Background: an optimization exercise with open tools, aiming at small area and a short achievable clock period. Do not read the settings as production practice.
Function was checked by simulation only, so behaviour that the tests miss may differ from the original.
No activity file was given, so power comes from the tool's default toggle rates. No driver is modelled on the clock port, so clocking that relies on it looks cheaper here than on a real chip.

==> flow/design.v <==
package sampler_pkg;
    localparam int N_CH       = 4;
    localparam int SAMPLE_W   = 14;
    localparam int CH_ID_W    = 2;
    localparam int CNT_W      = 8;
    localparam int FIFO_DEPTH = 16;
    localparam int FIFO_PTR_W = $clog2(FIFO_DEPTH);
    localparam int FIFO_CNT_W = FIFO_PTR_W + 1;      
    localparam int WORD_W     = 32;
    localparam int RSVD_W     = WORD_W - 2 - CH_ID_W - SAMPLE_W;
    localparam int ENTRY_W    = SAMPLE_W + 1;        
    localparam int OCC_W      = 9;                   
    typedef logic [SAMPLE_W-1:0] sample_t;
    typedef logic [CNT_W-1:0]    cnt_t;
    typedef logic [OCC_W-1:0]    occ_t;
    function automatic cnt_t cnt_dec(input cnt_t x);
        logic any_low;
        begin
            for (int i = 0; i < CNT_W; i++)
            begin
                any_low = 1'b0;
                for (int k = 0; k < i; k++)
                    any_low = any_low | x[k];
                cnt_dec[i] = any_low ? x[i] : ~x[i];
            end
        end
    endfunction
    function automatic logic sample_gt(input sample_t a, input sample_t b);
        logic [SAMPLE_W-1:0] gt;
        logic [SAMPLE_W-1:0] lt;
        int                  n;
        begin
            for (int i = 0; i < SAMPLE_W; i++)
            begin
                gt[i] = a[i] & ~b[i];
                lt[i] = ~a[i] & b[i];
            end
            n = SAMPLE_W;
            for (int step = 0; step < 4; step++)
            begin
                for (int i = 0; i < SAMPLE_W; i++)
                begin
                    if (2*i + 1 < n)
                    begin
                        gt[i] = gt[2*i+1] | (~lt[2*i+1] & gt[2*i]);
                        lt[i] = lt[2*i+1] | (~gt[2*i+1] & lt[2*i]);
                    end
                    else if (2*i < n)
                    begin
                        gt[i] = gt[2*i];
                        lt[i] = lt[2*i];
                    end
                end
                n = (n + 1) / 2;
            end
            sample_gt = gt[0];
        end
    endfunction
    function automatic logic occ_is(input occ_t j, input integer k);
        begin
            if (k == 0)
                occ_is = ~j[0] & ~j[OCC_W-1];
            else if (k < OCC_W)
                occ_is = j[k-1] & ~j[k];
            else if (k == OCC_W)
                occ_is = j[OCC_W-1] & j[0];
            else
                occ_is = ~j[k-OCC_W-1] & j[k-OCC_W];
        end
    endfunction
    typedef struct packed {
        logic               first;       
        logic               rsvd_hi;     
        logic [CH_ID_W-1:0] ch_id;       
        logic [RSVD_W-1:0]  rsvd_lo;     
        sample_t            sample;      
    } out_word_t;
    typedef enum logic {
        TRIG_GATE,
        TRIG_THRESH
    } trig_src_t;
endpackage
`timescale 1ns/1ps
module pulse_gen (
    input  logic              ADC_ENC,
    input  logic              i_rst_n,
    input  logic              i_start_rise,
    input  sampler_pkg::cnt_t i_delay,
    input  sampler_pkg::cnt_t i_width,
    output logic              o_pulse
);
    logic              busy;         
    sampler_pkg::cnt_t cnt;          
    logic              cnt_hi_z;
    logic              cnt_z;
    logic              cnt_one;
    assign cnt_hi_z = (cnt[7:1] == '0);
    assign cnt_z    = cnt_hi_z & ~cnt[0];
    assign cnt_one  = cnt_hi_z &  cnt[0];
    always_ff @(posedge ADC_ENC)
    begin
        if (!i_rst_n)
        begin
            busy    <= 1'b0;
            o_pulse <= 1'b0;
        end
        else if (!busy)
        begin
            busy <= i_start_rise;
        end
        else if (!o_pulse)
        begin
            if (cnt_z)
                o_pulse <= 1'b1;
        end
        else if (cnt_one)
        begin
            busy    <= 1'b0;
            o_pulse <= 1'b0;
        end
    end
    always_ff @(posedge ADC_ENC)
    begin
        if (!busy)
            cnt <= i_delay;
        else if (!o_pulse && cnt_z)
            cnt <= i_width;
        else
            cnt <= sampler_pkg::cnt_dec(cnt);
    end
endmodule
`timescale 1ns/1ps
module adc_trigger (
    input  logic                   ADC_ENC,
    input  logic                   i_rst_n,
    input  sampler_pkg::trig_src_t i_src,
    input  logic                   i_gate,
    input  logic                   i_gate_q,
    input  sampler_pkg::sample_t   i_sample,
    input  sampler_pkg::sample_t   i_threshold,
    output logic                   o_trig
);
    logic above;
    logic above_q;
    assign above = sampler_pkg::sample_gt(i_sample, i_threshold);
    always_ff @(posedge ADC_ENC)
    begin
        above_q <= above;
    end
    always_ff @(posedge ADC_ENC)
    begin
        if (!i_rst_n)
            o_trig <= 1'b0;
        else if (i_src == sampler_pkg::TRIG_GATE)
            o_trig <= i_gate & ~i_gate_q;
        else
            o_trig <= above & ~above_q;
    end
endmodule
`timescale 1ns/1ps
module adc_channel_rx (
    input  logic                             ADC_ENC,
    input  logic                             i_rst_n,
    input  logic                             i_wr_req,
    input  logic [sampler_pkg::ENTRY_W-1:0]  i_word,
    input  logic                             i_ch_en,
    input  logic                             i_read,
    output logic                             o_req,
    output logic [sampler_pkg::ENTRY_W-1:0]  o_data,
    output logic                             o_lost
);
    logic [sampler_pkg::ENTRY_W-1:0]    mem [0:sampler_pkg::FIFO_DEPTH-1];
    sampler_pkg::occ_t                  occ;
    logic                               full;
    logic                               do_wr;
    logic                               ne_next;
    sampler_pkg::occ_t                  occ_more;
    sampler_pkg::occ_t                  occ_less;
    assign occ_more = {occ[sampler_pkg::OCC_W-2:0], ~occ[sampler_pkg::OCC_W-1]};    
    assign occ_less = {~occ[0], occ[sampler_pkg::OCC_W-1:1]};                       
    assign full  = sampler_pkg::occ_is(occ, sampler_pkg::FIFO_DEPTH);
    assign do_wr = i_wr_req & ~full;
    always_comb
    begin
        o_data = '0;
        for (int i = 0; i < sampler_pkg::FIFO_DEPTH; i++)
            o_data = o_data | (mem[i] & {sampler_pkg::ENTRY_W{sampler_pkg::occ_is(occ, i + 1)}});
    end
    assign ne_next = do_wr | ~(sampler_pkg::occ_is(occ, 0) | sampler_pkg::occ_is(occ, 1))
                   | (sampler_pkg::occ_is(occ, 1) & ~i_read);
    always_ff @(posedge ADC_ENC)
    begin
        if (do_wr)
        begin
            mem[0] <= i_word;
            for (int i = 1; i < sampler_pkg::FIFO_DEPTH; i++)
                mem[i] <= mem[i-1];
        end
    end
    always_ff @(posedge ADC_ENC)
    begin
        if (!i_rst_n)
        begin
            occ    <= '0;
            o_req  <= 1'b0;
            o_lost <= 1'b0;
        end
        else
        begin
            if (i_read)
                occ <= do_wr ? occ : occ_less;
            else
                occ <= do_wr ? occ_more : occ;
            o_req <= i_ch_en & ne_next;
            if (i_wr_req && full)
                o_lost <= 1'b1;      
        end
    end
endmodule
`timescale 1ns/1ps
module rr_arbiter (
    input  logic                                                   ADC_ENC,
    input  logic                                                   i_rst_n,
    input  logic [sampler_pkg::N_CH-1:0]                           i_req,
    input  logic [sampler_pkg::N_CH-1:0][sampler_pkg::ENTRY_W-1:0] i_data,
    output logic [sampler_pkg::N_CH-1:0]                           o_read,
    output logic                                                   o_out_valid,
    output sampler_pkg::out_word_t                                 o_out_data,
    input  logic                                                   i_out_ready
);
    logic [sampler_pkg::CH_ID_W-1:0] last_q;
    logic [sampler_pkg::N_CH-1:0]    gnt_oh;
    logic [sampler_pkg::CH_ID_W-1:0] gnt;
    logic [sampler_pkg::ENTRY_W-1:0] sel_data;
    logic [sampler_pkg::ENTRY_W-1:0] data_q;
    logic                            found;
    logic                            can_load;
    assign found    = |i_req;
    assign can_load = ~o_out_valid | i_out_ready;    
    always_comb
    begin
        gnt_oh = '0;
        for (int c = 0; c < sampler_pkg::N_CH; c++)
        begin
            logic blocked;
            blocked = 1'b0;
            for (int d = 1; d < sampler_pkg::N_CH; d++)
                if (last_q == sampler_pkg::CH_ID_W'((c - d + sampler_pkg::N_CH) % sampler_pkg::N_CH))
                    for (int e = 1; e < d; e++)
                        blocked = blocked | i_req[(c - e + sampler_pkg::N_CH) % sampler_pkg::N_CH];
            if (last_q == sampler_pkg::CH_ID_W'(c))
                for (int e = 1; e < sampler_pkg::N_CH; e++)
                    blocked = blocked | i_req[(c - e + sampler_pkg::N_CH) % sampler_pkg::N_CH];
            gnt_oh[c] = i_req[c] & ~blocked;
        end
    end
    always_comb
    begin
        gnt      = '0;
        sel_data = '0;
        for (int c = 0; c < sampler_pkg::N_CH; c++)
        begin
            if (gnt_oh[c])
                gnt = gnt | sampler_pkg::CH_ID_W'(c);
            sel_data = sel_data | (i_data[c] & {sampler_pkg::ENTRY_W{gnt_oh[c]}});
        end
    end
    assign o_read = can_load ? gnt_oh : '0;
    always_ff @(posedge ADC_ENC)
    begin
        if (!i_rst_n)
        begin
            last_q      <= '0;
            o_out_valid <= 1'b0;
        end
        else if (can_load)
        begin
            o_out_valid <= found;
            if (found)
                last_q <= gnt;
        end
    end
    always_ff @(posedge ADC_ENC)
    begin
        if (can_load)
            data_q <= sel_data;
    end
    always_comb
    begin
        o_out_data         = '0;
        o_out_data.first   = data_q[sampler_pkg::SAMPLE_W];
        o_out_data.ch_id   = last_q;
        o_out_data.sample  = data_q[sampler_pkg::SAMPLE_W-1:0];
    end
endmodule
`timescale 1ns/1ps
module ccpd_top (
    input  logic                                       ADC_ENC,
    input  logic                                       i_rst_n,
    input  logic                                       i_gate_start,
    input  sampler_pkg::cnt_t                          i_gate_delay,
    input  sampler_pkg::cnt_t                          i_gate_width,
    input  sampler_pkg::cnt_t                          i_inj_delay,
    input  sampler_pkg::cnt_t                          i_inj_width,
    input  sampler_pkg::cnt_t                          i_rec_len,
    input  sampler_pkg::trig_src_t                     i_trig_src,
    input  sampler_pkg::sample_t                       i_threshold,
    input  logic [sampler_pkg::N_CH-1:0][sampler_pkg::SAMPLE_W-1:0] i_adc_sample,
    input  logic [sampler_pkg::N_CH-1:0]               i_ch_en,
    input  logic                                       i_out_ready,
    output logic                                       o_ccpd_gate,
    output logic                                       o_ccpd_injection,
    output logic                                       o_out_valid,
    output sampler_pkg::out_word_t                     o_out_data,
    output logic [sampler_pkg::N_CH-1:0]               o_lost
);
    logic                   gate_pulse;
    logic                   gate_q;
    logic                   start_q;
    logic                   adc_trig;
    logic                   rec;
    logic                   first_q;
    sampler_pkg::cnt_t      rec_cnt;
    logic [sampler_pkg::N_CH-1:0]        ch_req;
    logic [sampler_pkg::N_CH-1:0]        ch_read;
    logic [sampler_pkg::N_CH-1:0][sampler_pkg::ENTRY_W-1:0] ch_data;
    assign o_ccpd_gate = gate_pulse;
    always_ff @(posedge ADC_ENC)
    begin
        if (!i_rst_n)
        begin
            start_q <= 1'b0;
            gate_q  <= 1'b0;
        end
        else
        begin
            start_q <= i_gate_start;
            gate_q  <= gate_pulse;
        end
    end
    pulse_gen gate_gen (
        .ADC_ENC      (ADC_ENC),
        .i_rst_n      (i_rst_n),
        .i_start_rise (i_gate_start & ~start_q),
        .i_delay      (i_gate_delay),
        .i_width      (i_gate_width),
        .o_pulse      (gate_pulse)
    );
    pulse_gen inj_gen (
        .ADC_ENC      (ADC_ENC),
        .i_rst_n      (i_rst_n),
        .i_start_rise (gate_pulse & ~gate_q),    
        .i_delay      (i_inj_delay),
        .i_width      (i_inj_width),
        .o_pulse      (o_ccpd_injection)
    );
    adc_trigger trig_unit (
        .ADC_ENC     (ADC_ENC),
        .i_rst_n     (i_rst_n),
        .i_src       (i_trig_src),
        .i_gate      (gate_pulse),
        .i_gate_q    (gate_q),
        .i_sample    (i_adc_sample[0]),      
        .i_threshold (i_threshold),
        .o_trig      (adc_trig)
    );
    always_ff @(posedge ADC_ENC)
    begin
        if (!i_rst_n)
            rec <= 1'b0;
        else if (!rec)
            rec <= adc_trig;
        else if (rec_cnt == sampler_pkg::cnt_t'(1))
            rec <= 1'b0;         
    end
    always_ff @(posedge ADC_ENC)
    begin
        first_q <= ~rec;         
        if (!rec)
            rec_cnt <= i_rec_len;
        else
            rec_cnt <= sampler_pkg::cnt_dec(rec_cnt);
    end
    for (genvar i = 0; i < sampler_pkg::N_CH; i++)
    begin : ch_gen
        adc_channel_rx rx (
            .ADC_ENC  (ADC_ENC),
            .i_rst_n  (i_rst_n),
            .i_wr_req (rec),
            .i_word   ({first_q, i_adc_sample[i]}),
            .i_ch_en  (i_ch_en[i]),
            .i_read   (ch_read[i]),
            .o_req    (ch_req[i]),
            .o_data   (ch_data[i]),
            .o_lost   (o_lost[i])
        );
    end
    rr_arbiter arbiter (
        .ADC_ENC     (ADC_ENC),
        .i_rst_n     (i_rst_n),
        .i_req       (ch_req),
        .i_data      (ch_data),
        .o_read      (ch_read),
        .o_out_valid (o_out_valid),
        .o_out_data  (o_out_data),
        .i_out_ready (i_out_ready)
    );
endmodule
==> flow/flow/run.sh <==
#!/bin/bash
# Standard ORFS layout, with plain buffers on the ports and resizing not
# limited to the same cell footprint.
set -euo pipefail
bash standard.sh MATCH_CELL_FOOTPRINT=0 \
    "BUFFER_PORTS_ARGS=-buffer_cell sky130_fd_sc_hd__buf_2" \
    finish > standard_flow.log 2>&1
==> flow/standard.sh <==
#!/bin/bash
# synth_recipe.tcl (not shown) runs the flow's synth.tcl, then flattens the netlist and writes it again
# the make line also repeats each setting of config.mk as NAME=value (left out here)
make -C /OpenROAD-flow-scripts/flow DESIGN_CONFIG=/design/flow/config.mk WORK_HOME=/design/flow/orfs CLKGATE_MAP_FILE= SYNTH_SCRIPT=/design/flow/synth_recipe.tcl "${@:-finish}"
==> flow/config.mk <==
export PLATFORM = sky130hd
export DESIGN_NAME = ccpd_top
export DESIGN_NICKNAME = ccpd_top
export VERILOG_FILES = /design/flow/design.v
export SDC_FILE = /design/flow/constraint.sdc
export NUM_CORES = 4
export LEC_CHECK = 0
export CAP_MARGIN = 20
export CORE_MARGIN = 2
export CORE_UTILIZATION = 70
export SETUP_SLACK_MARGIN = 3.6
export SLEW_MARGIN = 20
==> flow/constraint.sdc <==
create_clock -name core_clock -period 6.0 [get_ports {ADC_ENC}]
set_input_delay 1.2000 -clock core_clock [delete_from_list [all_inputs] [get_ports {ADC_ENC}]]
set_output_delay 1.2000 -clock core_clock [all_outputs]
set_load 0.01 [all_outputs]
==> results.py, run 1 <==
metrics = {
    "synthesis": {
        "synth_top_area_cell": "edfxtp_1",
        "netlist_top_cells_count": "edfxtp_1 (996), a22oi_1 (335), nand2_1 (87)",
        "synth.most_common_cell": "edfxtp_1",
        "synth-edff-count": 996,
        "synth_warnings": 230,
        "ys_top_cells_by_area": "edfxtp_1 (74%), a22oi_1 (6.3%), dfxtp_1 (3.0%)",
        "syn-cell-area_mm2": 0.0402,
        "synth_top_area_share_pct": 74.4,
        "synthCells": 2430,
        "async_flop_share_pct": 0,
        "syn_area_per_cell_um2": 16.5,
        "yosysSeqAreaShare_pct": 77.4,
        "synth_flop_cell": "edfxtp_1",
        "ys_types": 77,
        "ys_ff_latch": 1056,
    },
    "layout": {
        "area_growth_pct": 14.1,
        "final_cells": 3463,
        "layout-drive-gt1-share_pct": 19.5,
        "antennaDiodeCount": 0,
        "nNetsFinal": 2740,
        "fillerInstances": 2920,
    },
    "detailed_routing": {
        "wirelength_um": 106000,
        "firstDrtPassIters": 7,
        "wl_per_cell_um": 30.5,
        "ant_nets": 0,
        "vias": 25400,
        "route.detailed.drc": 0,
        "dr.first_iter.drc_count": 4469,
        "viasPerCell": 7.32,
    },
    "placed_design": {
        "numPortBuffers": 142,
        "dp_cells": 3226,
        "hpwl_um": 63300,
        "place_congestion": 0.926,
    },
    "global_routing": {
        "grt_max_degree": 186,
        "grt_overflow": 0,
        "antenna_found_initial": 2,
        "grt_pass1_vias": 24300,
        "grt_usage_pct": 35.4,
        "grt_pass1_wl_um": 156000,
    },
    "timing": {
        "tightestPinTransition_ns": 1.10,
        "finalCritPeriodShare_pct": 43.4,
        "relSlewSlack_pct": 26.3,
        "finalClockSkew_ns": 0.0208,
        "fmax_mhz": 384,
        "holdWs_ns": 0.434,
        "setup_viol": 0,
        "finalHoldViolCount": 0,
        "grt_setup_unrepaired": "yes",
        "fin_tns_setup_ns": 0,
        "finalCriticalPeriod_ns": 2.60,
        "slew_violations": 0,
    },
    "min_path": {
        "hp-class": "flop to flop",
        "hold_path_depth": 0,
    },
    "floorplanning": {
        "die-area_mm2": 0.0593,
        "die_h_um": 244,
        "die_w_um": 244,
        "ios": 158,
        "core_area_mm2": 0.0566,
        "start_util_pct": 71.0,
        "fp-row-count": 87,
    },
    "cts": {
        "clock_path_buffers": 3,
        "ctsHoldBuffers": 0,
        "clock_latency_ns": 0.67,
        "clk_pin_slew_worst_paths_ns": 0.06,
        "clock_sinks": 1056,
        "cts_buffers": 101,
        "cts_max_level": 3,
        "cts_root_buffer": "clkbuf_16",
        "cts_tree": "done",
    },
    "setup_path": {
        "critPathMaxStageDelay_ns": 0.53,
        "cp_top_family": "flip-flops",
        "critPathBufInv": 1,
        "r2r-end": "arbiter.data_q[4]$_DFFE_PN_",
        "cp.depth": 1,
        "crit_required_ns": 4.80,
        "critPathLaunchType": "flop",
        "cp.arrival_ns": 1.40,
        "critPathKind": "flop to output port",
        "end_kind": "output port",
        "timing.rr.start": "ch_gen[3].rx.occ[3]$_SDFFE_PN0P_",
        "crit_path_cell_trace": "buf_2",
        "path_max_fanout": 1,
        "startpoint": "arbiter.data_q[0]$_DFFE_PN_",
        "rrSetupSlack_ns": 3.47,
        "r2r_cells": 6,
        "critPathCapture": "o_out_data[0]",
        "slowest_stage": "edfxtp_1",
    },
    "power": {
        "p_total_mw": 15.4,
        "power.leakage_nw": 14.9,
        "ir_drop_mv": 0.307,
        "p_per_area_mw_per_mm2": 337,
    },
    "run": {
        "cap_violations": 0,
    },
    "outcome": {
        "status": "timing/DRC/antenna clean",
    },
}
-- logic make-up after synthesis --
group                      Yosys count  share of synthesized area, %
buffers and inverters              218                          2.48
and+or+nand+nor                    310                          3.94
DFF                               1056                          77.4
muxes                                1                        0.0280
adders and majority gates            7                         0.174
other                                1                       0.00933
AOI/OAI and AO/OA                  834                          15.9
xor gates and xnor gates             3                        0.0654
-- through the flow --
step | instance area [µm²] | setup slack (ns) | util [%]
global placement | 41600 | 2.71 | 73.4
detailed placement | 41600 | 2.65 | 73.4
CTS | 45500 | 3.41 | 80.3
floorplan | 40300 | 1.39 | -
finish | 45800 | 3.40 | 81.0
global route | 45800 | 3.39 | 81.0
-- worst register-to-register path, stage by stage, from the launching register on --
cell and delay, ns:
dfxtp_4 0.46, inv_1 0.33, a221oi_1 0.40, nor2_1 0.07, a2111oi_0 0.52, a31o_1 0.36, nand4_1 0.11
-- cells in the final DEF, fill, tap and decap left out, drive strengths merged, types with 57 or more instances in the layout --
master / instances
edfxtp: 996
a22oi: 336
a22o: 57
a221oi: 83
a21oi: 70
buf: 229
nand2: 87
dfxtp: 60
nor2: 87
o21ai: 64
clkbuf: 136
-- sequential cells by signal, summed over array words and instances (netlist names), 2 cells and up, named ones only --
signal	count
ch_gen.rx.o_req	4
arbiter.last_q	2
arbiter.data_q	15
ch_gen.rx.occ	36
inj_gen.cnt	8
ch_gen.rx.mem	960
gate_gen.cnt	8
ch_gen.rx.o_lost	4
rec_cnt	8
-- worst min path at each step --
stage                                         end  slack [ns]                               start
4_1_cts         ch_gen[1].rx.mem[13][7]$_DFFE_PP_        0.44   ch_gen[1].rx.mem[12][7]$_DFFE_PP_
6_report        ch_gen[0].rx.mem[11][9]$_DFFE_PP_        0.43   ch_gen[0].rx.mem[10][9]$_DFFE_PP_
3_3_place_gp    ch_gen[3].rx.mem[15][6]$_DFFE_PP_        0.43   ch_gen[3].rx.mem[14][6]$_DFFE_PP_
3_5_place_dp    ch_gen[0].rx.mem[4][12]$_DFFE_PP_        0.43   ch_gen[0].rx.mem[3][12]$_DFFE_PP_
2_1_floorplan  ch_gen[2].rx.mem[11][12]$_DFFE_PP_        0.42  ch_gen[2].rx.mem[10][12]$_DFFE_PP_
5_1_grt         ch_gen[1].rx.mem[13][7]$_DFFE_PP_        0.44   ch_gen[1].rx.mem[12][7]$_DFFE_PP_
-- routing by layer --
| layer | up-vias | GRT usage (%) | wire length [µm] |
|---|---|---|---|
| li1 | 10500 | - | - |
| met1 | 12500 | 51.3 | 38300 |
| met2 | 2095 | 53.0 | 48000 |
| met3 | 322 | 8.81 | 14600 |
| met4 | 4 | 14.0 | 4590 |
| met5 | - | 0 | 23 |
-- cell type report --
| cell class | instances | area (µm²) | share of cell area (%) |
|---|---|---|---|
| inverter | 57 | 384 | 0.838 |
| tap | 756 | 946 | 2.06 |
| sequential | 1056 | 31200 | 68.0 |
| clock buffer | 133 | 2750 | 6.00 |
| multi-input combinational | 1170 | 8500 | 18.5 |
| clock inverter | 56 | 413 | 0.901 |
| timing repair buffer | 232 | 1640 | 3.57 |
| timing repair inverter | 3 | 23.8 | 0.0519 |
-- timing repair --
action | CTS | global route
setup buffers | 28 | 13
pin swaps | 12 | 18
cloned | 5 | 2
resized for setup | 132 | 59
endpoints found under the setup margin | 550 | 250
-- where the power goes --
group / switching (mW) / internal (mW)
Sequential: 0.223 / 8.44
Clock: 2.78 / 3.41
Combinational: 0.411 / 0.182
==> run 2, diff against run 1 <==
==> flow/flow/run.sh (replaced) <==
#!/bin/bash
# Standard ORFS layout, with plain buffers on the ports, resizing not
# limited to the same cell footprint, and larger clock sink clusters
# without dummy loads.
set -euo pipefail
bash standard.sh MATCH_CELL_FOOTPRINT=0 \
    "BUFFER_PORTS_ARGS=-buffer_cell sky130_fd_sc_hd__buf_2" \
    "CTS_ARGS=-sink_clustering_enable -repair_clock_nets -dont_use_dummy_load -sink_clustering_size 30 -sink_clustering_max_diameter 100" \
    finish > standard_flow.log 2>&1
==> results.py, run 2 <==
metrics = {
    "min_path": {
        "hold_path_startpoint": "ch_gen[1].rx.mem[13][12]$_DFFE_PP_",
        "hp-class": "flop to flop",
        "whs_endpoint": "ch_gen[1].rx.mem[14][12]$_DFFE_PP_",
        "hold_path_depth": 0,
    },
    "power": {
        "p_per_area_mw_per_mm2": 288,
        "ir_drop_mv": 0.274,
        "p_int_mw": 9.86,
        "power.share.sequential_pct": 68.8,
        "power.leakage_nw": 13.9,
        "switchingPower_mw": 2.72,
        "power_frac_clock_pct": 26.5,
        "p_comb_share_pct": 4.7,
        "sw_frac_of_total_pct": 21.6,
    },
    "cts": {
        "clock_path_buffers": 3,
        "cts_max_level": 2,
        "cts_buffers": 41,
        "cts_tree": "done",
        "ctsHoldBuffers": 0,
        "clk_pin_slew_worst_paths_ns": 0.12,
        "clock_latency_ns": 0.62,
        "clock_sinks": 1056,
        "cts_root_buffer": "clkbuf_16",
    },
    "outcome": {
        "status": "timing/DRC/antenna clean",
    },
    "floorplanning": {
        "ios": 158,
        "fp-row-count": 87,
        "core_area_mm2": 0.0566,
        "start_util_pct": 71.0,
        "die_w_um": 244,
        "die-area_mm2": 0.0593,
        "die_h_um": 244,
    },
    "synthesis": {
        "yosysSeqAreaShare_pct": 77.4,
        "synth_flop_cell": "edfxtp_1",
        "syn_area_per_cell_um2": 16.5,
        "ys_top_cells_by_area": "edfxtp_1 (74%), a22oi_1 (6.3%), dfxtp_1 (3.0%)",
        "synth_top_area_cell": "edfxtp_1",
        "syn-cell-area_mm2": 0.0402,
        "synth.most_common_cell": "edfxtp_1",
        "ys_ff_latch": 1056,
        "synth-edff-count": 996,
        "netlist_top_cells_count": "edfxtp_1 (996), a22oi_1 (335), nand2_1 (87)",
        "synthCells": 2430,
        "ys_types": 77,
        "synth_top_area_share_pct": 74.4,
        "synth_warnings": 230,
        "async_flop_share_pct": 0,
    },
    "global_routing": {
        "grt_pass1_vias": 23400,
        "antenna_found_initial": 2,
        "grt_pass1_wl_um": 150000,
        "grt_usage_pct": 33.9,
        "grt_overflow": 0,
        "grt_max_degree": 186,
    },
    "setup_path": {
        "end_kind": "output port",
        "crit_required_ns": 4.80,
        "r2r_cells": 6,
        "critPathKind": "flop to output port",
        "r2r-end": "arbiter.data_q[4]$_DFFE_PN_",
        "critPathLaunchType": "flop",
        "cp.arrival_ns": 1.37,
        "timing.rr.start": "ch_gen[3].rx.occ[3]$_SDFFE_PN0P_",
        "crit_path_cell_trace": "buf_2",
        "critPathMaxStageDelay_ns": 0.54,
        "critPathBufInv": 1,
        "rrSetupSlack_ns": 3.56,
        "slowest_stage": "edfxtp_1",
        "path_max_fanout": 1,
        "cp_top_family": "flip-flops",
    },
    "timing": {
        "finalClockSkew_ns": 0.0673,
        "setup_viol": 0,
        "fin_tns_setup_ns": 0,
        "tightestPinTransition_ns": 1.05,
        "finalCritPeriodShare_pct": 42.8,
        "relSlewSlack_pct": 29.6,
        "finalHoldViolCount": 0,
        "fmax_mhz": 389,
        "slew_violations": 0,
        "finalCriticalPeriod_ns": 2.57,
        "grt_setup_unrepaired": "yes",
    },
    "layout": {
        "top_register": "ch_gen.rx.mem",
        "largest_reg_flops": 960,
        "antennaDiodeCount": 0,
        "final_cell_mix": "edfxtp_1 (996), a22oi_1 (332), buf_2 (140)",
        "utilization_pct": 77.3,
        "largest_registers": "ch_gen.rx.mem: 960 flops, ch_gen.rx.occ: 36 flops, arbiter.data_q: 15 flops",
        "nNetsFinal": 2682,
        "area_growth_pct": 8.86,
        "layout-drive-gt1-share_pct": 16.8,
        "fillerInstances": 3206,
        "final_common_cell": "edfxtp_1",
    },
    "detailed_routing": {
        "ant_nets": 0,
        "wirelength_um": 102000,
        "vias": 24700,
        "viasPerCell": 7.45,
        "wl_per_cell_um": 30.7,
        "route.detailed.drc": 0,
        "dr.first_iter.drc_count": 4465,
        "firstDrtPassIters": 7,
    },
    "run": {
        "cap_violations": 0,
    },
    "placed_design": {
        "numPortBuffers": 142,
        "place_congestion": 0.926,
        "hpwl_um": 63300,
    },
}
-- run 2: cell count changes in the layout (fill, tap and decap cells not counted), moves of 5 or more --
cell / delta
clkinvlp_4: -8
clkbuf_16: -64
clkinv_1: -19
clkinv_2: -19
buf_6: -5
buf_4: +5
clkbuf_1: -26
-- run 2: worst reg2reg max path, stage by stage, from the launching register on --
cell and delay, ns:
dfxtp_4 0.48, inv_1 0.32, a221oi_1 0.40, nor2_1 0.07
a2111oi_0 0.48, a31o_1 0.33, nand4_1 0.10
-- run 2: cell families after synthesis --
group	count (synthesis)	share of synthesized area [%]
flops	1056	77.4
compound gates	834	15.9
simple gates	310	3.94
buf+inv	218	2.48
fa+ha+maj	7	0.174
xor+xnor	3	0.0654
other cells	1	0.00933
mux	1	0.0280
-- run 2: area by class of cell --
cell class / count / area, µm² / share of cell area (%)
clock buffers: 41 / 1030 / 2.35
repair inverters: 3 / 23.8 / 0.0544
multi-input cells: 1170 / 8540 / 19.5
well taps: 756 / 946 / 2.16
inverters: 57 / 389 / 0.890
flip-flops and latches: 1056 / 31200 / 71.3
repair buffers: 234 / 1640 / 3.75
-- run 2: what timing repair did --
item | in CTS | in global routing
setup buffers | 29 | 14
endpoints found under the setup margin | 551 | 251
resized for setup | 132 | 57
pin swaps | 11 | 15
gates cloned | 5 | 2
-- run 2: layer usage --
layer / up-vias / part of all wire [%] / track usage [%]
li1: 10200 / - / -
met1: 12300 / 37 / 50.4
met2: 1923 / 46 / 51.2
met3: 249 / 13 / 7.05
met4: 4 / 3.8 / 11.9
met5: - / 0.021 / 0
-- run 2: per-stage QoR --
step	power (mW)	area [µm²]	std cells	setup slack (ns)	hold WS, ns
6_report	12.6	43700	3317	3.43	0.381
5_1_grt	12.9	43700	3317	3.43	0.390
4_1_cts	12.5	43400	3301	3.43	0.389
3_5_place_dp	9.34	41600	3226	2.65	0.434
3_3_place_gp	9.30	41600	3226	2.71	0.429
2_1_floorplan	9.09	40300	2444	1.39	0.418
-- run 2: power groups by stage --
| stage | clock network (mW) | registers, mW | logic [mW] |
|---|---|---|---|
| floorplan | 0 | 8.73 | 0.358 |
| global placement | 0 | 8.80 | 0.504 |
| global route | 3.54 | 8.68 | 0.638 |
| finish | 3.33 | 8.65 | 0.597 |
| detailed placement | 0 | 8.82 | 0.522 |
| CTS | 3.31 | 8.64 | 0.570 |
-- run 2: how the worst max path moves through the flow --
stage / start / to / slack, ns / cells after the start
CTS: arbiter.data_q[11]$_DFFE_PN_ / o_out_data[11] / 3.43 / 1
global route: arbiter.data_q[11]$_DFFE_PN_ / o_out_data[11] / 3.43 / 1
global placement: ch_gen[1].rx.occ[7]$_SDFFE_PN0P_ / ch_gen[1].rx.mem[10][2]$_DFFE_PP_ / 2.71 / 4
detailed placement: ch_gen[1].rx.occ[7]$_SDFFE_PN0P_ / ch_gen[1].rx.mem[10][2]$_DFFE_PP_ / 2.65 / 4
finish: arbiter.data_q[11]$_DFFE_PN_ / o_out_data[11] / 3.43 / 1
floorplan: ch_gen[3].rx.occ[7]$_SDFFE_PN0P_ / ch_gen[3].rx.mem[0][0]$_DFFE_PP_ / 1.39 / 3
==> run 3, diff against run 2 <==
--- a/flow/design.v
+++ b/flow/design.v
@@ -233,6 +233,7 @@
     logic [sampler_pkg::CH_ID_W-1:0] gnt;
     logic [sampler_pkg::ENTRY_W-1:0] sel_data;
     logic [sampler_pkg::ENTRY_W-1:0] data_q;
+    logic [sampler_pkg::ENTRY_W-1:0] data_h;
     logic                            found;
     logic                            can_load;
     assign found    = |i_req;
@@ -282,8 +283,12 @@
     end
     always_ff @(posedge ADC_ENC)
     begin
-        if (can_load)
-            data_q <= sel_data;
+        if (can_load && found)
+            data_h <= sel_data;
+    end
+    always_ff @(posedge ADC_ENC)
+    begin
+        data_q <= can_load ? sel_data : data_h;
     end
     always_comb
     begin
--- a/flow/config.mk
+++ b/flow/config.mk
@@ -8,5 +8,5 @@
 export CAP_MARGIN = 20
 export CORE_MARGIN = 2
 export CORE_UTILIZATION = 70
-export SETUP_SLACK_MARGIN = 3.6
+export SETUP_SLACK_MARGIN = 3.7
 export SLEW_MARGIN = 20
==> results.py, run 3 <==
metrics = {
    "synthesis": {
        "netlist_top_cells_count": "edfxtp_1 (996), a22oi_1 (250), a221oi_1 (124)",
        "ys_top_cells_by_area": "edfxtp_1 (73%), a22oi_1 (4.6%), dfxtp_1 (3.7%)",
        "syn-cell-area_mm2": 0.0411,
        "muxShareOfSynthArea_pct": 0.229,
        "yosysSeqAreaShare_pct": 76.5,
        "synthXorXnorAreaFrac_pct": 0.0427,
        "synthCells": 2533,
        "synth.most_common_cell": "edfxtp_1",
        "synth_top_family_by_area": "compound AO/OA/AOI/OAI gates",
        "yosys.area_share.simple_pct": 4.79,
        "ys_types": 70,
        "syn_area_per_cell_um2": 16.2,
        "synth-edff-count": 996,
        "ys_ff_latch": 1071,
        "synth_top_area_share_pct": 72.8,
        "synth_top_area_cell": "edfxtp_1",
        "synth_warnings": 230,
        "synth-compound-area-share_pct": 15.8,
        "async_flop_share_pct": 0,
        "synth_flop_cell": "edfxtp_1",
        "yosys.area_share.adder_pct": 0.0975,
    },
    "detailed_routing": {
        "vias": 26500,
        "dr.first_iter.drc_count": 4598,
        "wl_per_cell_um": 31.1,
        "firstDrtPassIters": 8,
        "viasPerCell": 7.40,
        "ant_nets": 0,
        "wirelength_um": 111000,
        "route.detailed.drc": 0,
    },
    "power": {
        "ir_drop_mv": 0.384,
        "power.share.sequential_pct": 68.3,
        "sw_frac_of_total_pct": 21.6,
        "power.leakage_nw": 15.1,
        "p_total_mw": 12.6,
        "power_frac_clock_pct": 26.8,
        "p_int_mw": 9.89,
        "p_per_area_mw_per_mm2": 268,
        "p_comb_share_pct": 4.9,
        "switchingPower_mw": 2.72,
    },
    "layout": {
        "layout-drive-gt1-share_pct": 25.4,
        "utilization_pct": 81.5,
        "top_register": "ch_gen.rx.mem",
        "largest_reg_flops": 960,
        "largest_registers": "ch_gen.rx.mem: 960 flops, ch_gen.rx.occ: 36 flops",
        "nNetsFinal": 2939,
        "final_common_cell": "edfxtp_1",
        "final_cell_mix": "edfxtp_1 (996), a22oi_1 (230), buf_4 (184)",
        "area_growth_pct": 14.8,
    },
    "min_path": {
        "hold_path_depth": 0,
        "hp-class": "flop to flop",
        "hold_path_startpoint": "ch_gen[2].rx.mem[10][0]$_DFFE_PP_",
        "whs_endpoint": "ch_gen[2].rx.mem[11][0]$_DFFE_PP_",
    },
    "floorplanning": {
        "die-area_mm2": 0.0606,
        "die_h_um": 246,
        "die_w_um": 246,
        "core_area_mm2": 0.0578,
        "ios": 158,
        "start_util_pct": 71.0,
        "fp-row-count": 88,
    },
    "setup_path": {
        "critPathKind": "flop to flop",
        "critPathBufInv": 4,
        "timing.rr.start": "ch_gen[3].rx.occ[6]$_SDFFE_PN0P_",
        "critPathMaxStageDelay_ns": 0.50,
        "end_kind": "flop",
        "crit_required_ns": 6.40,
        "cp_top_family": "compound AO/OA/AOI/OAI gates",
        "r2r_cells": 8,
        "critPathLaunchType": "flop",
        "slowest_stage": "a2111o_1",
        "crit_path_cell_trace": "buf_12 -> nor2b_4 -> buf_4 -> buf_4 -> a222oi_1 -> nand4_1 -> a2111o_1 -> buf_4",
        "cp.arrival_ns": 3.06,
        "rrSetupSlack_ns": 3.34,
        "path_max_fanout": 5,
        "cp_common_cell": "buf_4",
        "r2r-end": "arbiter.data_h[0]$_DFFE_PP_",
    },
    "global_routing": {
        "grt_max_degree": 241,
        "grt_pass1_vias": 24600,
        "grtUsageMet3_pct": 7.81,
        "met1_usage_pct": 52.5,
        "grt_pass1_wl_um": 158000,
        "grt_overflow": 0,
        "use_met2_pct": 52.6,
        "grt_usage_pct": 35.6,
        "grt-busiest-layer": "met2",
        "antenna_found_initial": 1,
    },
    "cts": {
        "cts_tree": "done",
        "clock_path_buffers": 3,
        "cts_max_level": 2,
        "cts_buffers": 41,
        "cts_root_buffer": "clkbuf_16",
        "ctsHoldBuffers": 0,
        "clk_pin_slew_worst_paths_ns": 0.12,
        "clock_latency_ns": 0.64,
        "clock_sinks": 1071,
    },
    "timing": {
        "setup_viol": 0,
        "finalHoldViolCount": 0,
        "finalClockSkew_ns": 0.0579,
        "finalCriticalPeriod_ns": 2.66,
        "fmax_mhz": 376,
        "tightestPinTransition_ns": 0.941,
        "slew_violations": 0,
        "relSlewSlack_pct": 37.0,
        "finalCritPeriodShare_pct": 44.3,
        "holdWs_ns": 0.420,
        "grt_setup_unrepaired": "yes",
        "fin_tns_setup_ns": 0,
    },
    "outcome": {
        "status": "timing/DRC/antenna clean",
    },
    "placed_design": {
        "hpwl_um": 64500,
        "numPortBuffers": 142,
        "place_congestion": 0.884,
    },
    "run": {
        "cap_violations": 0,
    },
}
==> run 3: changes by cell type in the layout (fill, tap and decap cells not counted), sizes merged, moves of 19 or more <==
cell / before / now
a221oi: 83 / 124
a22oi: 336 / 250
a31oi: 10 / 37
buf: 229 / 392
clkinvlp: 18 / 37
nand2b: 14 / 33
nor2: 87 / 62
nor2b: 40 / 101
o22a: 28 / 51
==> run 3: worst register-to-register path, stage by stage (launching register included) <==
cell	delay (ns)
dfxtp_4	0.38
buf_12	0.14
nor2b_4	0.15
buf_4	0.14
buf_4	0.14
a222oi_1	0.42
nand4_1	0.40
a2111o_1	0.51
buf_4	0.14
==> run 3: layout make-up <==
| type | instances | area [µm²] |
|---|---|---|
| Sequential cell | 1071 | 31600 |
| Fill cell | 2885 | 10700 |
| Antenna cell | 1 | 2.50 |
| Tap cell | 765 | 957 |
| Timing Repair inverter | 4 | 27.5 |
| Multi-Input combinational cell | 1242 | 9610 |
| Inverter | 58 | 369 |
| Timing Repair Buffer | 402 | 3570 |
| Clock buffer | 41 | 1030 |
==> run 3: metal layers <==
layer  wire length [µm]  share of wire (%)
met1              40400                 36
met2              50800                 46
met3              15100                 14
met4               5140                4.6
met5                 13              0.012
==> run 3: cells by family (layout without fill, tap and decap cells) <==
| logic type | after synthesis | in the layout |
|---|---|---|
| AOI/OAI and AO/OA | 839 | 839 |
| xor gates and xnor gates | 2 | 2 |
| adders and majority gates | 4 | 4 |
| buffers and inverters | 234 | 505 |
| DFF | 1071 | 1071 |
| muxes | 8 | 8 |
| other | 1 | 16 |
| and+or+nand+nor | 374 | 374 |
==> run 3: per-stage QoR <==
| step | cells | setup slack, ns | instance area, µm² |
|---|---|---|---|
| 2_1_floorplan | 2547 | 0.605 | 41200 |
| 3_3_place_gp | 3329 | 2.66 | 42500 |
| 3_5_place_dp | 3329 | 2.57 | 42500 |
| 4_1_cts | 3514 | 3.55 | 46100 |
| 5_1_grt | 3583 | 3.33 | 47100 |
| 6_report | 3584 | 3.34 | 47100 |
==> run 3: worst max-delay path by stage <==
stage | start | endpoint | slack [ns] | cells after the start
after global routing | ch_gen[3].rx.occ[6]$_SDFFE_PN0P_ | arbiter.data_h[0]$_DFFE_PP_ | 3.33 | 8
after detailed placement | ch_gen[3].rx.occ[0]$_SDFFE_PN0P_ | arbiter.data_h[10]$_DFFE_PP_ | 2.57 | 6
after CTS | ch_gen[0].rx.occ[1]$_SDFFE_PN0P_ | arbiter.data_h[9]$_DFFE_PP_ | 3.55 | 5
final | ch_gen[3].rx.occ[6]$_SDFFE_PN0P_ | arbiter.data_h[0]$_DFFE_PP_ | 3.34 | 8
after global placement | ch_gen[3].rx.occ[0]$_SDFFE_PN0P_ | arbiter.data_h[10]$_DFFE_PP_ | 2.66 | 6
after floorplan | ch_gen[1].rx.occ[6]$_SDFFE_PN0P_ | ch_gen[1].rx.occ[5]$_SDFFE_PN0P_ | 0.60 | 9
==> run 3: power by group through the flow <==
stage	clock network [mW]	logic, mW	registers, mW
floorplan	0	0.324	8.74
finish	3.38	0.617	8.62
detailed placement	0	0.493	8.79
CTS	3.34	0.564	8.61
global route	3.59	0.652	8.65
global placement	0	0.478	8.78
==> run 3: repair_timing <==
| item | CTS | global route |
|---|---|---|
| pin swaps | 41 | 52 |
| gates resized for setup | 344 | 90 |
| cloned | 8 | 5 |
| setup buffers | 136 | 63 |
| endpoints found under the setup margin | 834 | 544 |
==> run 4, diff against run 3 <==
==> flow/flow/run.sh (replaced) <==
#!/bin/bash
# Standard ORFS layout, with plain buffers on the ports, resizing not
# limited to the same cell footprint, and larger clock sink clusters
# without dummy loads.
set -euo pipefail
bash standard.sh MATCH_CELL_FOOTPRINT=0 \
    "BUFFER_PORTS_ARGS=-buffer_cell sky130_fd_sc_hd__buf_2" \
    "CTS_ARGS=-sink_clustering_enable -repair_clock_nets -dont_use_dummy_load -sink_clustering_size 20 -sink_clustering_max_diameter 80" \
    finish > standard_flow.log 2>&1
==> results.py, run 4 <==
metrics = {
    "outcome": {
        "status": "timing/DRC/antenna clean",
    },
    "placed_design": {
        "hpwl_um": 64500,
        "dp_cells": 3329,
        "pre_cts_ws_ns": 2.57,
        "numPortBuffers": 142,
        "place_congestion": 0.884,
        "post_dp_cell_area_mm2": 0.0425,
    },
    "detailed_routing": {
        "viasPerCell": 7.42,
        "vias": 26700,
        "wirelength_um": 113000,
        "dr.first_iter.drc_count": 4553,
        "ant_nets": 0,
        "firstDrtPassIters": 8,
        "route.detailed.drc": 0,
        "wl_per_cell_um": 31.3,
    },
    "power": {
        "p_total_mw": 13.3,
        "switchingPower_mw": 2.87,
        "power.share.sequential_pct": 65.0,
        "p_comb_share_pct": 4.7,
        "power.leakage_nw": 15.3,
        "p_int_mw": 10.4,
        "p_per_area_mw_per_mm2": 279,
        "ir_drop_mv": 0.316,
        "sw_frac_of_total_pct": 21.6,
        "power_frac_clock_pct": 30.3,
    },
    "timing": {
        "finalHoldViolCount": 0,
        "finalCritPeriodShare_pct": 43.1,
        "finalCriticalPeriod_ns": 2.59,
        "fin_tns_setup_ns": 0,
        "finalClockSkew_ns": 0.0465,
        "holdWs_ns": 0.427,
        "setup_viol": 0,
        "fmax_mhz": 386,
        "slew_violations": 0,
        "relSlewSlack_pct": 41.3,
        "tightestPinTransition_ns": 0.876,
        "grt_setup_unrepaired": "yes",
        "worst_slack_ns": 3.41,
    },
    "cts": {
        "cts_max_level": 2,
        "clock_sinks": 1071,
        "clock_path_buffers": 3,
        "clk_pin_slew_worst_paths_ns": 0.09,
        "cts_buffers": 59,
        "cts_tree": "done",
        "clock_latency_ns": 0.69,
        "cts_root_buffer": "clkbuf_16",
        "ctsHoldBuffers": 0,
    },
    "floorplanning": {
        "die-area_mm2": 0.0606,
        "start_util_pct": 71.0,
        "fp-row-count": 88,
        "ios": 158,
        "die_h_um": 246,
        "core_area_mm2": 0.0578,
        "die_w_um": 246,
    },
    "synthesis": {
        "synth_top_area_share_pct": 72.8,
        "syn-cell-area_mm2": 0.0411,
        "syn_area_per_cell_um2": 16.2,
        "synth-edff-count": 996,
        "ys_types": 70,
        "yosysSeqAreaShare_pct": 76.5,
        "synthCells": 2533,
        "synth_top_area_cell": "edfxtp_1",
        "ys_ff_latch": 1071,
        "synth_flop_cell": "edfxtp_1",
        "ys_top_cells_by_area": "edfxtp_1 (73%), a22oi_1 (4.6%), dfxtp_1 (3.7%)",
        "synth.most_common_cell": "edfxtp_1",
        "netlist_top_cells_count": "edfxtp_1 (996), a22oi_1 (250), a221oi_1 (124)",
        "synth_warnings": 230,
        "async_flop_share_pct": 0,
    },
    "global_routing": {
        "grt_pass1_vias": 24800,
        "antenna_found_initial": 4,
        "grt_max_degree": 241,
        "grt_pass1_wl_um": 158000,
        "grt_usage_pct": 35.5,
        "grt_overflow": 0,
    },
    "layout": {
        "final_common_cell": "edfxtp_1",
        "nNetsFinal": 2954,
        "final_cell_mix": "edfxtp_1 (996), a22oi_1 (233), buf_4 (179)",
        "layout-drive-gt1-share_pct": 25.9,
        "fin_area_mm2": 0.0476,
        "area_growth_pct": 15.8,
        "utilization_pct": 82.3,
        "largest_reg_flops": 960,
        "final_cells": 3599,
        "largest_registers": "ch_gen.rx.mem: 960 flops, ch_gen.rx.occ: 36 flops",
        "top_register": "ch_gen.rx.mem",
    },
    "run": {
        "cap_violations": 0,
    },
    "setup_path": {
        "cp.arrival_ns": 3.00,
        "critPathLaunchType": "flop",
        "end_kind": "flop",
        "critPathKind": "flop to flop",
        "path_max_fanout": 7,
        "crit_required_ns": 6.42,
    },
    "min_path": {
        "hp-class": "flop to flop",
    },
}
## run 4: critical path, cell delays in order (launching register included)
cell and delay [ns]:
dfxtp_4 0.38, clkinvlp_4 0.16, buf_4 0.14, nor2_2 0.07, a222oi_1 0.48, nand4_1 0.42, a2111o_1 0.54, buf_4 0.14
## run 4: area by class of cell
type                       instances  area (µm²)
timing repair inverter             6        40.0
timing repair buffer             396        3560
tap                              765         957
sequential                      1071       31600
fill                            2818       10200
clock buffer                      59        1480
multi-input combinational       1243        9590
inverter                          58         360
antenna                            1        2.50
## run 4: kinds of logic (layout without fill, tap and decap cells)
logic type / after synthesis / in the layout / share of synthesized area, %
and+or+nand+nor: 374 / 375 / 4.79
adders and majority gates: 4 / 4 / 0.0975
other: 1 / 16 / 0.00913
xor gates and xnor gates: 2 / 2 / 0.0427
DFF: 1071 / 1071 / 76.5
buffers and inverters: 234 / 519 / 2.51
muxes: 8 / 8 / 0.229
AOI/OAI and AO/OA: 839 / 839 / 15.8
## run 4: timing repair
action / in CTS / in global routing
pin swaps: 24 / 53
setup endpoints to repair: 811 / 571
gates resized for setup: 294 / 136
setup buffers: 120 / 72
cloned: 7 / 10
## run 4: worst paths after layout
kind | start | end | slack [ns] | cells after the start
worst min register to register | ch_gen[2].rx.mem[14][2]$_DFFE_PP_ | ch_gen[2].rx.mem[15][2]$_DFFE_PP_ | 0.43 | 0
worst min-delay path | ch_gen[2].rx.mem[14][2]$_DFFE_PP_ | ch_gen[2].rx.mem[15][2]$_DFFE_PP_ | 0.43 | 0
worst max-delay path | ch_gen[3].rx.occ[4]$_SDFFE_PN0P_ | arbiter.data_h[0]$_DFFE_PP_ | 3.41 | 7
worst max register to register | ch_gen[3].rx.occ[4]$_SDFFE_PN0P_ | arbiter.data_h[0]$_DFFE_PP_ | 3.41 | 7
## run 4: power groups by stage
stage	logic, mW	clock network [mW]	registers [mW]
final	0.617	4.02	8.62
after global routing	0.650	4.23	8.65
after CTS	0.558	3.98	8.61
after detailed placement	0.493	0	8.79
after global placement	0.478	0	8.78
after floorplan	0.324	0	8.74
## run 4: per-layer routing
layer	part of all wire, %	GRT usage [%]	up-vias
li1	-	-	11000
met1	36	52.2	13200
met2	46	52.4	2201
met3	14	8.59	293
met4	4.1	13.6	4
met5	0.052	0	-
==> run 5, diff against run 4 <==
--- a/flow/design.v
+++ b/flow/design.v
@@ -170,24 +170,23 @@
     output logic                             o_lost
 );
     logic [sampler_pkg::ENTRY_W-1:0]    mem [0:sampler_pkg::FIFO_DEPTH-1];
-    sampler_pkg::occ_t                  occ;
+    logic [sampler_pkg::FIFO_DEPTH:0]   occ;         
+    logic [sampler_pkg::FIFO_DEPTH:0]   occ_more;
+    logic [sampler_pkg::FIFO_DEPTH:0]   occ_less;
     logic                               full;
     logic                               do_wr;
     logic                               ne_next;
-    sampler_pkg::occ_t                  occ_more;
-    sampler_pkg::occ_t                  occ_less;
-    assign occ_more = {occ[sampler_pkg::OCC_W-2:0], ~occ[sampler_pkg::OCC_W-1]};    
-    assign occ_less = {~occ[0], occ[sampler_pkg::OCC_W-1:1]};                       
-    assign full  = sampler_pkg::occ_is(occ, sampler_pkg::FIFO_DEPTH);
-    assign do_wr = i_wr_req & ~full;
+    assign full     = occ[sampler_pkg::FIFO_DEPTH];
+    assign do_wr    = i_wr_req & ~full;
+    assign occ_more = {occ[sampler_pkg::FIFO_DEPTH-1:0], 1'b0};     
+    assign occ_less = {1'b0, occ[sampler_pkg::FIFO_DEPTH:1]};       
     always_comb
     begin
         o_data = '0;
         for (int i = 0; i < sampler_pkg::FIFO_DEPTH; i++)
-            o_data = o_data | (mem[i] & {sampler_pkg::ENTRY_W{sampler_pkg::occ_is(occ, i + 1)}});
+            o_data = o_data | (mem[i] & {sampler_pkg::ENTRY_W{occ[i + 1]}});
     end
-    assign ne_next = do_wr | ~(sampler_pkg::occ_is(occ, 0) | sampler_pkg::occ_is(occ, 1))
-                   | (sampler_pkg::occ_is(occ, 1) & ~i_read);
+    assign ne_next = do_wr | ~(occ[0] | (occ[1] & i_read));
     always_ff @(posedge ADC_ENC)
     begin
         if (do_wr)
@@ -201,7 +200,7 @@
     begin
         if (!i_rst_n)
         begin
-            occ    <= '0;
+            occ    <= (sampler_pkg::FIFO_DEPTH+1)'(1);
             o_req  <= 1'b0;
             o_lost <= 1'b0;
         end
==> results.py, run 5 <==
metrics = {
    "min_path": {
        "hp-class": "flop to flop",
        "whs_endpoint": "ch_gen[0].rx.mem[4][10]$_DFFE_PP_",
        "hold_path_startpoint": "ch_gen[0].rx.mem[3][10]$_DFFE_PP_",
        "hold_path_depth": 0,
    },
    "global_routing": {
        "grt_pass1_wl_um": 146000,
        "grt_usage_pct": 33.3,
        "grt_max_degree": 94,
        "grt_pass1_vias": 22900,
        "grt_overflow": 0,
        "antenna_found_initial": 1,
    },
    "cts": {
        "clk_pin_slew_worst_paths_ns": 0.09,
        "cts_max_level": 2,
        "cts_buffers": 61,
        "cts_root_buffer": "clkbuf_16",
        "cts_tree": "done",
        "clock_latency_ns": 0.66,
        "clock_sinks": 1103,
        "clock_path_buffers": 3,
    },
    "floorplanning": {
        "die-area_mm2": 0.0600,
        "ios": 158,
        "start_util_pct": 70.6,
        "die_w_um": 245,
        "die_h_um": 245,
        "core_area_mm2": 0.0576,
        "fp-row-count": 88,
    },
    "synthesis": {
        "synth_flop_cell": "edfxtp_1",
        "synth-edff-count": 996,
        "syn_area_per_cell_um2": 17.4,
        "ys_types": 62,
        "ys_top_cells_by_area": "edfxtp_1 (74%), dfxtp_1 (5.3%), a221oi_1 (3.9%)",
        "synth.most_common_cell": "edfxtp_1",
        "synth_warnings": 230,
        "async_flop_share_pct": 0,
        "synth_top_area_cell": "edfxtp_1",
        "syn-cell-area_mm2": 0.0407,
        "synthCells": 2336,
        "netlist_top_cells_count": "edfxtp_1 (996), a221oi_1 (181), a22o_1 (181)",
        "ys_ff_latch": 1103,
        "synth_top_area_share_pct": 73.6,
        "yosysSeqAreaShare_pct": 78.8,
    },
    "detailed_routing": {
        "dr.first_iter.drc_count": 3587,
        "ant_nets": 0,
        "firstDrtPassIters": 5,
        "wl_per_cell_um": 31.3,
        "wirelength_um": 102000,
        "route.detailed.drc": 0,
        "vias": 23900,
        "viasPerCell": 7.35,
    },
    "setup_path": {
        "cp.depth": 1,
        "critPathMaxStageDelay_ns": 0.37,
        "cp.arrival_ns": 1.16,
        "rrSetupSlack_ns": 3.66,
        "critPathLaunchType": "flop",
        "r2r_cells": 7,
        "end_kind": "output port",
        "crit_required_ns": 4.80,
        "cp_top_family": "flip-flops",
        "r2r-end": "arbiter.data_q[2]$_DFF_P_",
        "crit_path_cell_trace": "buf_6",
        "path_max_fanout": 2,
        "slowest_stage": "dfxtp_4",
        "critPathKind": "flop to output port",
        "timing.rr.start": "ch_gen[1].rx.occ[10]$_SDFFE_PN0P_",
        "critPathBufInv": 1,
    },
    "layout": {
        "largest_registers": "ch_gen.rx.mem: 960 flops, ch_gen.rx.occ: 68 flops",
        "area_growth_pct": 13.4,
        "largest_reg_flops": 960,
        "final_common_cell": "edfxtp_1",
        "final_cell_mix": "edfxtp_1 (996), a22o_1 (179), a22oi_1 (176)",
        "top_register": "ch_gen.rx.mem",
        "nNetsFinal": 2604,
        "antennaDiodeCount": 0,
        "layout-drive-gt1-share_pct": 25.0,
    },
    "outcome": {
        "status": "timing/DRC/antenna clean",
    },
    "timing": {
        "setup_viol": 0,
        "fmax_mhz": 424,
        "grt_setup_unrepaired": "yes",
        "relSlewSlack_pct": 44.8,
        "finalClockSkew_ns": 0.0359,
        "finalCritPeriodShare_pct": 39.3,
        "slew_violations": 0,
        "holdWs_ns": 0.440,
        "finalCriticalPeriod_ns": 2.36,
        "finalHoldViolCount": 0,
        "fin_tns_setup_ns": 0,
        "tightestPinTransition_ns": 0.827,
    },
    "power": {
        "p_per_area_mw_per_mm2": 290,
        "ir_drop_mv": 0.336,
        "power.leakage_nw": 14.2,
    },
    "placed_design": {
        "place_congestion": 0.866,
        "numPortBuffers": 142,
        "hpwl_um": 59000,
    },
    "run": {
        "cap_violations": 0,
    },
}
[run 5: cell count changes after synthesis, moves of 20 or more]
cell      before  now
a22o_1        62  181
nor2b_1      100    6
a22oi_1      250  176
and3_1         2   60
a221oi_1     124  181
o22a_1        51    0
nor2_1        62   26
o21ai_0       61   26
dfxtp_1       75  107
inv_1         44   15
o22ai_1       27    2
nand2b_1      33    9
a31oi_1       37   59
nand3_1       22    2
[run 5: report_power, final]
group	total, mW	internal, mW	switching (mW)	leakage (nW)
combinational	0.472	0.162	0.310	3.47
sequential	8.83	8.64	0.192	9.99
clock	4.08	1.80	2.28	0.752
total	13.4	10.6	2.79	14.2
[run 5: worst max path at each step]
stage	start	to	slack [ns]
2_1_floorplan	ch_gen[3].rx.occ[16]$_SDFFE_PN0P_	ch_gen[3].rx.occ[10]$_SDFFE_PN0P_	0.67
3_3_place_gp	i_out_ready	ch_gen[3].rx.occ[1]$_SDFFE_PN0P_	2.83
3_5_place_dp	rec$_SDFF_PN0_	ch_gen[1].rx.mem[0][2]$_DFFE_PP_	2.73
4_1_cts	ch_gen[1].rx.occ[10]$_SDFFE_PN0P_	arbiter.data_q[2]$_DFF_P_	3.57
5_1_grt	arbiter.data_q[8]$_DFF_P_	o_out_data[8]	3.61
6_report	arbiter.last_q[1]$_SDFFE_PN0P_	o_out_data[29]	3.64
[run 5: final cells by class]
class | instances | area [µm²]
multi-input cells | 1043 | 9030
clock buffers | 61 | 1530
well taps | 765 | 957
fillers | 2900 | 11500
flip-flops and latches | 1103 | 32300
repair buffers | 261 | 2240
inverters | 15 | 61.3
[run 5: kinds of logic (layout without fill, tap and decap cells)]
group	after synthesis	after routing	share of synthesized area [%]
AOI/OAI and AO/OA	768	769	14.9
xor gates and xnor gates	5	5	0.108
adders and majority gates	3	3	0.0739
buffers and inverters	205	337	2.33
DFF	1103	1103	78.8
muxes	16	16	0.572
other	1	15	0.00922
and+or+nand+nor	235	235	3.19
[run 5: timing repair]
action / in CTS / in global routing
endpoints found under the hold margin: 0 / 0
hold buffers: 0 / 0
resized for setup: 252 / 187
gates cloned: 2 / 2
buffers inserted: 27 / 35
endpoints found under the setup margin: 876 / 247
pin swaps: 21 / 59
[run 5: layer usage]
layer | global-route usage (%) | up-vias | share of wire, % | wire length [µm]
met1 | 48.6 | 12000 | 38 | 38900
met5 | 0 | - | 0.013 | 13
li1 | - | 9942 | - | -
met4 | 12.6 | 2 | 3.6 | 3630
met3 | 8.33 | 218 | 12 | 12200
met2 | 49.5 | 1650 | 46 | 46900
[run 5: stage by stage]
step | std cells | power (mW) | cell area [µm²] | setup WS (ns) | util [%]
3_5_place_dp | 3120 | 9.39 | 41900 | 2.73 | 72.8
5_1_grt | 3248 | 13.7 | 46100 | 3.61 | 80.1
3_3_place_gp | 3120 | 9.36 | 41900 | 2.83 | 72.8
6_report | 3248 | 13.4 | 46100 | 3.64 | 80.1
4_1_cts | 3210 | 13.4 | 44700 | 3.57 | 77.6
2_1_floorplan | 2350 | 9.22 | 40800 | 0.668 | -
==> run 6, diff against run 5 <==
--- a/flow/config.mk
+++ b/flow/config.mk
@@ -5,8 +5,9 @@
 export SDC_FILE = /design/flow/constraint.sdc
 export NUM_CORES = 4
 export LEC_CHECK = 0
+export ABC_CLOCK_PERIOD_IN_PS = 2400
 export CAP_MARGIN = 20
 export CORE_MARGIN = 2
 export CORE_UTILIZATION = 70
-export SETUP_SLACK_MARGIN = 3.7
+export SETUP_SLACK_MARGIN = 3.6
 export SLEW_MARGIN = 20
==> results.py, run 6 <==
metrics = {
    "min_path": {
        "hp-class": "flop to flop",
    },
    "detailed_routing": {
        "vias": 23400,
        "wirelength_um": 99300,
        "wl_per_cell_um": 30.8,
        "dr.first_iter.drc_count": 3394,
        "ant_nets": 0,
        "viasPerCell": 7.27,
        "route.detailed.drc": 0,
        "firstDrtPassIters": 5,
    },
    "setup_path": {
        "end_kind": "flop",
        "cp.arrival_ns": 2.96,
        "critPathKind": "flop to flop",
        "slowest_stage": "or4_4",
        "critPathBufInv": 0,
        "critPathMaxStageDelay_ns": 0.52,
        "critPathLaunchType": "flop",
        "crit_path_cell_trace": "a22o_1 -> a221oi_1 -> a31oi_1 -> or4_4 -> mux2_4",
        "path_max_fanout": 18,
        "crit_required_ns": 6.55,
        "cp_top_family": "compound AO/OA/AOI/OAI gates",
    },
    "layout": {
        "area_growth_pct": 10.2,
        "final_cell_mix": "edfxtp_1 (996), a22o_1 (181), a22oi_1 (176)",
        "largest_reg_flops": 960,
        "largest_registers": "ch_gen.rx.mem: 960 flops, ch_gen.rx.occ: 68 flops",
        "nNetsFinal": 2578,
        "top_register": "ch_gen.rx.mem",
        "layout-drive-gt1-share_pct": 20.6,
        "final_common_cell": "edfxtp_1",
        "antennaDiodeCount": 0,
        "multiInputGateArea_mm2": 0.00836,
        "seq_area_mm2": 0.0322,
        "fillerInstances": 3130,
    },
    "placed_design": {
        "numPortBuffers": 142,
        "hpwl_um": 59000,
        "place_congestion": 0.866,
    },
    "synthesis": {
        "ys_top_cells_by_area": "edfxtp_1 (74%), dfxtp_1 (5.3%), a221oi_1 (3.9%)",
        "synth_warnings": 230,
        "synth_top_area_cell": "edfxtp_1",
        "synth_top_area_share_pct": 73.6,
        "synth_flop_cell": "edfxtp_1",
        "netlist_top_cells_count": "edfxtp_1 (996), a221oi_1 (181), a22o_1 (181)",
        "synthCells": 2336,
        "async_flop_share_pct": 0,
        "ys_ff_latch": 1103,
        "synth-edff-count": 996,
        "yosysSeqAreaShare_pct": 78.8,
        "ys_types": 62,
        "syn_area_per_cell_um2": 17.4,
        "syn-cell-area_mm2": 0.0407,
        "synth.most_common_cell": "edfxtp_1",
    },
    "timing": {
        "setup_viol": 0,
        "holdWs_ns": 0.441,
        "finalCritPeriodShare_pct": 40.2,
        "finalCriticalPeriod_ns": 2.41,
        "grt_setup_unrepaired": "yes",
        "finalClockSkew_ns": 0.0374,
        "slew_violations": 0,
        "finalHoldViolCount": 0,
        "fin_tns_setup_ns": 0,
        "tightestPinTransition_ns": 1.14,
        "relSlewSlack_pct": 24.1,
        "fmax_mhz": 415,
    },
    "floorplanning": {
        "fp-row-count": 88,
        "core_area_mm2": 0.0576,
        "die-area_mm2": 0.0600,
        "die_h_um": 245,
        "die_w_um": 245,
        "ios": 158,
        "start_util_pct": 70.6,
    },
    "power": {
        "p_per_area_mw_per_mm2": 298,
        "power.leakage_nw": 13.8,
        "ir_drop_mv": 0.328,
    },
    "outcome": {
        "status": "timing/DRC/antenna clean",
    },
    "cts": {
        "ctsHoldBuffers": 0,
        "clock_path_buffers": 3,
        "cts_tree": "done",
        "clk_pin_slew_worst_paths_ns": 0.09,
        "cts_buffers": 61,
        "cts_max_level": 2,
        "clock_latency_ns": 0.66,
        "clock_sinks": 1103,
        "cts_root_buffer": "clkbuf_16",
    },
    "global_routing": {
        "grt_pass1_vias": 22700,
        "grt_pass1_wl_um": 145000,
        "grt_usage_pct": 33.1,
        "grt_max_degree": 94,
        "grt_overflow": 0,
        "antenna_found_initial": 1,
    },
    "run": {
        "cap_violations": 0,
    },
}
## run 6: cell counts after synthesis
Identical to the previous run, type by type.
## run 6: layout make-up
class,instances,area share (%)
inverter,15,0.131
sequential,1103,71.9
clock buffer,61,3.41
timing repair buffer,235,3.81
tap,765,2.14
multi-input combinational,1043,18.6
## run 6: worst paths after layout
path,from,endpoint,slack [ns],cells after the start
setup / recovery,ch_gen[0].rx.occ[5]$_SDFFE_PN0P_,arbiter.data_q[11]$_DFF_P_,3.59,5
setup reg to reg,ch_gen[0].rx.occ[5]$_SDFFE_PN0P_,arbiter.data_q[11]$_DFF_P_,3.59,5
hold reg to reg,ch_gen[0].rx.mem[3][10]$_DFFE_PP_,ch_gen[0].rx.mem[4][10]$_DFFE_PP_,0.44,0
hold / removal,ch_gen[0].rx.mem[3][10]$_DFFE_PP_,ch_gen[0].rx.mem[4][10]$_DFFE_PP_,0.44,0
## run 6: metrics by stage
stage / power, mW / worst slack, ns / instance area (µm²) / cells / utilization (%)
after global routing: 13.7 / 3.56 / 44800 / 3222 / 77.8
final: 13.4 / 3.59 / 44800 / 3222 / 77.8
after CTS: 13.3 / 3.60 / 44200 / 3194 / 76.8
after floorplan: 9.22 / 0.668 / 40800 / 2350 / -
after global placement: 9.36 / 2.83 / 41900 / 3120 / 72.8
after detailed placement: 9.39 / 2.73 / 41900 / 3120 / 72.8
## run 6: metal layers
layer | part of all wire [%] | GRT usage, %
met3 | 12 | 8.54
met4 | 4.0 | 13.6
met5 | 0.013 | 0
met1 | 38 | 48.2
met2 | 45 | 48.5
## run 6: cells by family (layout without fill, tap and decap cells)
logic type | after synthesis | count (layout) | synth area share (%)
other | 1 | 15 | 0.00922
muxes | 16 | 16 | 0.572
adders and majority gates | 3 | 3 | 0.0739
xor gates and xnor gates | 5 | 5 | 0.108
and+or+nand+nor | 235 | 235 | 3.19
AOI/OAI and AO/OA | 768 | 769 | 14.9
DFF | 1103 | 1103 | 78.8
buffers and inverters | 205 | 311 | 2.33
## run 6: timing repair
action,4_1_cts,5_1_grt
cloned,2,0
gates resized for setup,169,82
endpoints found under the setup margin,776,309
buffers inserted,11,28
pin swaps,10,19
## run 6: power by group
group          switching, mW  total (mW)  leakage, nW  internal (mW)
clock                   2.29        4.09        0.752           1.80
sequential             0.184        8.83         9.97           8.65
combinational          0.298       0.441         3.08          0.143
total                   2.77        13.4         13.8           10.6

## separate check: timing with driven ports
The results above use ideal ports. As a check the final layouts listed here were re-extracted and re-timed, cells and wires unchanged.
Step 1 sets driving cells, clkbuf_16 on the clock port and buf_2 on the other inputs (assumed; they add their load-dependent delay and slew).
Step 2, shift: input delay + t, output delay - t, t = (earliest + latest rising clock arrival at the registers) / 2. This alone moves slack from input paths to output paths.
a / b / c = no drivers / after step 1 / after step 2; a / b = the first two.
run | t, ns | slack for setup (ns) | hold slack, ns | worst register clock-pin slew, ns
run 1 | 0.728 | 3.397 / 3.332 / 3.047 | 0.434 / 0.434 / 0.434 | 0.07 / 0.07
run 2 | 0.655 | 3.429 / 3.364 / 3.129 | 0.381 / 0.381 / 0.381 | 0.12 / 0.12
run 3 | 0.685 | 3.342 / 3.342 / 3.085 | 0.420 / 0.420 / 0.420 | 0.12 / 0.12
run 4 | 0.726 | 3.412 / 3.412 / 3.069 | 0.427 / 0.427 / 0.427 | 0.10 / 0.10
run 5 | 0.710 | 3.641 / 3.573 / 3.133 | 0.440 / 0.440 / 0.440 | 0.09 / 0.09
run 6 | 0.712 | 3.589 / 3.539 / 3.006 | 0.441 / 0.441 / 0.441 | 0.09 / 0.09
After both steps setup and hold are still met in every run listed. The setup slack of run 6, which loses most, moves by -0.050 ns with the drivers and by -0.583 ns with both steps.
